What follows belongs to an exercise in optimizing a design on an open flow for small area; a production flow would make more cautious choices. At most, simulation tests tie the RTL to the original design; equivalence was not proved. No activity file was given, so power comes from the tool's default toggle rates.

== before ==
==> module sme, before the edit <==
module sme #(
    parameter int max_string_len  = 32,
    parameter int max_pattern_len = 8
) (
    input  logic                                 clk,
    input  logic                                 reset,
    input  sme_pkg::char_t                       chardata,
    input  logic                                 isstring,
    input  logic                                 ispattern,
    output logic                                 valid,
    output logic                                 match,
    output logic [$clog2(max_string_len)-1:0]    match_index
);
    logic [8*32-1:0] ring;         
    logic            isstring_d;
    logic [5:0]      tlen;         
    logic [4:0]      pos;          
    wire       t_first = isstring & ~isstring_d;
    wire       t_wr    = isstring & (t_first | ~tlen[5]);
    wire [7:0] c       = ring[255:248];
    always_ff @(posedge clk) begin
        isstring_d <= isstring;
        ring       <= {ring[247:0], t_wr ? chardata : c};
    end
    wire [4:0] pos_n = t_first ? 5'd1 : pos + 5'd1;
    always_ff @(posedge clk) begin
        pos <= pos_n;
    end
    always_ff @(posedge clk or posedge reset) begin
        if (reset) begin
            tlen <= '0;
        end else if (t_wr) begin
            tlen <= {~t_first & (pos == 5'd31), pos_n};
        end
    end
    logic [63:0] pq;
    logic        ispattern_d;
    logic [3:0]  ns;               
    logic        head;             
    logic        tail;             
    logic [2:0]  a;                
    logic [2:0]  e;                
    wire p_first = ispattern & ~ispattern_d;
    wire p_caret = (chardata == sme_pkg::char_head);
    wire p_more  = ~(ns[3] | (ns[2:0] == 3'd7 & head));    
    wire p_take  = ispattern & (p_first | p_more);
    wire p_store = p_take & ~(p_first & p_caret);
    wire p_fst   = p_store & (p_first | (ns == 4'd0));
    always_ff @(posedge clk) begin
        ispattern_d <= ispattern;
        pq <= {p_store ? chardata : pq[7:0], pq[63:8]};
        a  <= p_fst ? 3'd7 : a - 3'd1;
        e  <= p_store ? 3'd7 : e - 3'd1;
        if (p_first) begin
            ns   <= {3'd0, ~p_caret};
            head <= p_caret;
        end else if (p_store) begin
            ns   <= ns + 4'd1;
        end
        if (p_take) tail <= (chardata == sme_pkg::char_tail);
    end
    wire       m0   = (ns == {3'd0, tail});         
    wire [2:0] b    = e - {2'd0, tail};             
    logic       srch;              
    logic       started;           
    logic       xw;                
    logic       prev_sp;           
    logic       pend;              
    logic [7:0] d;                 
    wire run_end = ispattern_d & ~ispattern;
    wire active  = srch | run_end;
    wire step    = active & (started | (pos == 5'd0));
    wire bnd     = ({xw, pos} == tlen);       
    wire sp      = (c == sme_pkg::char_space);
    wire start   = ~head | prev_sp;
    logic [7:0] dn;
    logic       cc;
    always_comb begin
        cc = 1'b0;
        for (int j = 0; j < 8; j++) begin
            dn[j] = ((pq[8*j +: 8] == sme_pkg::char_any) | (pq[8*j +: 8] == c)) &
                    ((a == 3'(j)) ? start : d[j]);
            cc = cc | (dn[j] & (b == 3'(j)));
        end
    end
    wire       pend_e = m0 ? start : pend;
    wire       hit    = tail ? (pend_e & (bnd | sp)) : (m0 ? start : (cc & ~bnd));
    wire       finish = step & (hit | bnd);
    always_ff @(posedge clk) begin
        d           <= step ? dn : 8'd0;
        pend        <= step & cc;
        prev_sp     <= step ? sp : 1'b1;
        xw          <= finish ? hit : (step & (xw | (pos == 5'd31)));
    end
    always_ff @(posedge clk or posedge reset) begin
        if (reset) begin
            srch    <= 1'b0;
            started <= 1'b0;
        end else begin
            srch    <= active & ~finish;
            started <= step;
        end
    end
    assign valid = started & ~srch;
    assign match = xw;
    assign match_index = (match & (ns != 4'd0)) ? (pos - {1'b0, ns}) : 5'd0;
endmodule
clock: 10.0 ns
lec_check: 0
cap_margin: 20
core_margin: 2
core_utilization: 70
cts_buf_list: sky130_fd_sc_hd__clkbuf_8
cts_cluster_diameter: 60
cts_cluster_size: 20
slew_margin: 20
run.sh (not shown) runs the stock make flow with config.mk's settings and CLKGATE_MAP_FILE= SYNTH_SCRIPT=/design/flow/synth_recipe.tcl, a recipe that flattens the netlist after the stock synthesis.
For after, these inputs were changed with respect to before:
diff --git a/flow/design.v b/flow/design.v
--- a/flow/design.v
+++ b/flow/design.v
@@ -35,8 +35,9 @@
         ring       <= {ring[247:0], t_wr ? chardata : c};
     end
     wire [4:0] pos_n = t_first ? 5'd1 : pos + 5'd1;
-    always_ff @(posedge clk) begin
-        pos <= pos_n;
+    always_ff @(posedge clk or posedge reset) begin
+        if (reset) pos <= '0;
+        else       pos <= pos_n;
     end
     always_ff @(posedge clk or posedge reset) begin
         if (reset) begin
Notes after the runs:
[compare] base=before new=after: cell count comparable; die area roughly the same; clock share of power has decreased; total number of vias grew by about 3%; design internal power essentially unchanged.
Met1 global-route usage delta for after relative to before: 1.8 points lower
Synthesis-to-layout area growth: after vs before — no meaningful difference
No functional check of the RTL was part of before.


## run 1
The RTL this note starts from:
==> flow/design.v <==
package sme_pkg;
    typedef logic [7:0] char_t;
    localparam char_t char_any   = 8'h2E;  
    localparam char_t char_head  = 8'h5E;  
    localparam char_t char_tail  = 8'h24;  
    localparam char_t char_space = 8'h20;
    typedef enum logic [1:0] {
        st_idle = 2'd0,
        st_scan = 2'd1,
        st_done = 2'd2
    } engine_state_t;
endpackage
module sme #(
    parameter int max_string_len  = 32,
    parameter int max_pattern_len = 8
) (
    input  logic                                 clk,
    input  logic                                 reset,
    input  sme_pkg::char_t                       chardata,
    input  logic                                 isstring,
    input  logic                                 ispattern,
    output logic                                 valid,
    output logic                                 match,
    output logic [$clog2(max_string_len)-1:0]    match_index
);
    logic [8*32-1:0] ring;         
    logic            isstring_d;
    logic [5:0]      tlen;         
    logic [4:0]      pos;          
    wire       t_first = isstring & ~isstring_d;
    wire       t_wr    = isstring & (t_first | ~tlen[5]);
    wire [7:0] c       = ring[255:248];
    always_ff @(posedge clk) begin
        isstring_d <= isstring;
        ring       <= {ring[247:0], t_wr ? chardata : c};
    end
    wire [4:0] pos_n = t_first ? 5'd1 : pos + 5'd1;
    always_ff @(posedge clk or posedge reset) begin
        if (reset) pos <= '0;
        else       pos <= pos_n;
    end
    always_ff @(posedge clk or posedge reset) begin
        if (reset) begin
            tlen <= '0;
        end else if (t_wr) begin
            tlen <= {~t_first & (pos == 5'd31), pos_n};
        end
    end
    logic [63:0] pq;
    logic        ispattern_d;
    logic [3:0]  ns;               
    logic        head;             
    logic        tail;             
    logic [2:0]  a;                
    logic [2:0]  e;                
    wire p_first = ispattern & ~ispattern_d;
    wire p_caret = (chardata == sme_pkg::char_head);
    wire p_more  = ~(ns[3] | (ns[2:0] == 3'd7 & head));    
    wire p_take  = ispattern & (p_first | p_more);
    wire p_store = p_take & ~(p_first & p_caret);
    wire p_fst   = p_store & (p_first | (ns == 4'd0));
    always_ff @(posedge clk) begin
        ispattern_d <= ispattern;
        pq <= {p_store ? (chardata ^ sme_pkg::char_any) : pq[7:0], pq[63:8]};
        a  <= p_fst ? 3'd7 : a - 3'd1;
        e  <= p_store ? 3'd7 : e - 3'd1;
        if (p_first) begin
            ns   <= {3'd0, ~p_caret};
            head <= p_caret;
        end else if (p_store) begin
            ns   <= ns + 4'd1;
        end
        if (p_take) tail <= (chardata == sme_pkg::char_tail);
    end
    wire       m0   = (ns == {3'd0, tail});         
    wire [2:0] b    = e - {2'd0, tail};             
    logic       srch;              
    logic       started;           
    logic       xw;                
    logic       prev_sp;           
    logic       pend;              
    logic [7:0] d;                 
    wire run_end = ispattern_d & ~ispattern;
    wire active  = srch | run_end;
    wire step    = active & (started | (pos == 5'd0));
    wire bnd     = ({xw, pos} == tlen);       
    wire sp      = (c == sme_pkg::char_space);
    wire start   = ~head | prev_sp;
    logic [7:0] dn;
    logic       cc;
    always_comb begin
        cc = 1'b0;
        for (int j = 0; j < 8; j++) begin
            dn[j] = ((pq[8*j +: 8] == 8'd0) | (pq[8*j +: 8] == (c ^ sme_pkg::char_any))) &
                    ((a == 3'(j)) ? start : d[j]);
            cc = cc | (dn[j] & (b == 3'(j)));
        end
    end
    wire       pend_e = m0 ? start : pend;
    wire       hit    = tail ? (pend_e & (bnd | sp)) : (m0 ? start : (cc & ~bnd));
    wire       finish = step & (hit | bnd);
    always_ff @(posedge clk) begin
        d           <= step ? dn : 8'd0;
        pend        <= step & cc;
        prev_sp     <= step ? sp : 1'b1;
        xw          <= finish ? hit : (step & (xw | (pos == 5'd31)));
    end
    always_ff @(posedge clk or posedge reset) begin
        if (reset) begin
            srch    <= 1'b0;
            started <= 1'b0;
        end else begin
            srch    <= active & ~finish;
            started <= step;
        end
    end
    assign valid = started & ~srch;
    assign match = xw;
    assign match_index = (match & (ns != 4'd0)) ? (pos - {1'b0, ns}) : 5'd0;
endmodule
==> flow/config.mk <==
export PLATFORM = sky130hd
export DESIGN_NAME = sme
export DESIGN_NICKNAME = sme
export VERILOG_FILES = /design/flow/design.v
export SDC_FILE = /design/flow/constraint.sdc
export NUM_CORES = 4
export LEC_CHECK = 0
export CAP_MARGIN = 20
export CORE_MARGIN = 2
export CORE_UTILIZATION = 75
export CTS_BUF_LIST = sky130_fd_sc_hd__clkbuf_8
export CTS_CLUSTER_DIAMETER = 50
export CTS_CLUSTER_SIZE = 20
export SLEW_MARGIN = 20
==> flow/constraint.sdc <==
create_clock -name core_clock -period 10.0 [get_ports {clk}]
set_input_delay 2.0000 -clock core_clock [delete_from_list [all_inputs] [get_ports {clk}]]
set_output_delay 2.0000 -clock core_clock [all_outputs]
set_load 0.01 [all_outputs]
standard.sh (not shown) runs the stock make flow with config.mk's settings and CLKGATE_MAP_FILE= SYNTH_SCRIPT=/design/flow/synth_recipe.tcl, a recipe that flattens the netlist after the stock synthesis.
==> flow/flow/run.sh <==
#!/bin/bash
# The standard layout (the standard.sh, synthesis unchanged), with the
# smallest buffer on the ports and a clock tree without dummy balancing loads.
set -euo pipefail
export BUFFER_PORTS_ARGS="-buffer_cell sky130_fd_sc_hd__buf_1"
export CTS_ARGS="-sink_clustering_enable -repair_clock_nets -sink_clustering_size 20 -sink_clustering_max_diameter 50 -buf_list sky130_fd_sc_hd__clkbuf_8 -dont_use_dummy_load"
bash standard.sh > standard.log 2>&1
Input-level comparison between run 2 and run 1:
diff --git a/flow/design.v b/flow/design.v
--- a/flow/design.v
+++ b/flow/design.v
@@ -62,5 +62,5 @@
     always_ff @(posedge clk) begin
         ispattern_d <= ispattern;
-        pq <= {p_store ? (chardata ^ sme_pkg::char_any) : pq[7:0], pq[63:8]};
+        pq <= {p_store ? chardata : pq[7:0], pq[63:8]};
         a  <= p_fst ? 3'd7 : a - 3'd1;
         e  <= p_store ? 3'd7 : e - 3'd1;
@@ -92,5 +92,5 @@
         cc = 1'b0;
         for (int j = 0; j < 8; j++) begin
-            dn[j] = ((pq[8*j +: 8] == 8'd0) | (pq[8*j +: 8] == (c ^ sme_pkg::char_any))) &
+            dn[j] = ((pq[8*j +: 8] == sme_pkg::char_any) | (pq[8*j +: 8] == c)) &
                     ((a == 3'(j)) ? start : d[j]);
             cc = cc | (dn[j] & (b == 3'(j)));
--- outcome ---
- Run 2 ends up with a power share of the clock group that is 0.5 points higher than in run 1.
- Run 2: total length of routed wires 130 um above run 1
- On run 2: setup slack of the critical path after layout is 0.041 ns higher than what run 1 gave.
- ~same buffering overhead in run 1 and run 2
- Number of global-route vias before repair: run 1 and run 2 compared, lower one is run 2
- In run 2, the worst endpoint data arrival time came out 0.04 ns below the value in run 1.
- Comparing run 2 with run 1, the net count reported at finish came out essentially unchanged.
- Comparing run 1 with run 2, the power density over the cells came out essentially unchanged.
- The largest family of logic cells by synthesized area comes out simple AND/OR/NAND/NOR gates in one run and XOR/XNOR gates in the other, namely in run 2 and run 1 respectively.
- Average instance area after synthesis of run 2 exceeds that of run 1 slightly.
- Post-synthesis cell count essentially unchanged between run 2 and run 1.

[port drivers added, routing unchanged]
No port has a modelled driver above. Below, the same layouts with a new extraction and two added sets of constraints. Step 1 (the two cells are an assumption about what drives the block):
set clk [get_ports {clk}]
set_driving_cell -lib_cell sky130_fd_sc_hd__clkbuf_16 $clk
set_driving_cell -lib_cell sky130_fd_sc_hd__buf_2 [delete_from_list [all_inputs] $clk]
Step 2, shift: input delay + t, output delay - t, t = (earliest + latest rising clock arrival at the registers) / 2. This alone moves slack from input paths to output paths. a / b / c = ideal / step 1 / step 2; a / b = the first two.
| run | shift t [ns] | setup slack, ns | clock arrival spread, ns | worst slew at a driven data input, ns | pins driven straight from the clock port |
|---|---|---|---|---|---|
| before | 0.562 | 5.377 / 5.342 / 5.729 | 0.022 / 0.021 | 0.04 | 1 |
| after | 0.577 | 5.235 / 5.195 / 5.772 | 0.022 / 0.022 | 0.04 | 1 |
| run 1 | 0.556 | 5.627 / 5.589 / 6.146 | 0.044 / 0.043 | 0.04 | 1 |
| run 2 | 0.557 | 5.668 / 5.632 / 6.091 | 0.040 / 0.040 | 0.04 | 1 |
After both steps setup and hold are still met in every run listed.
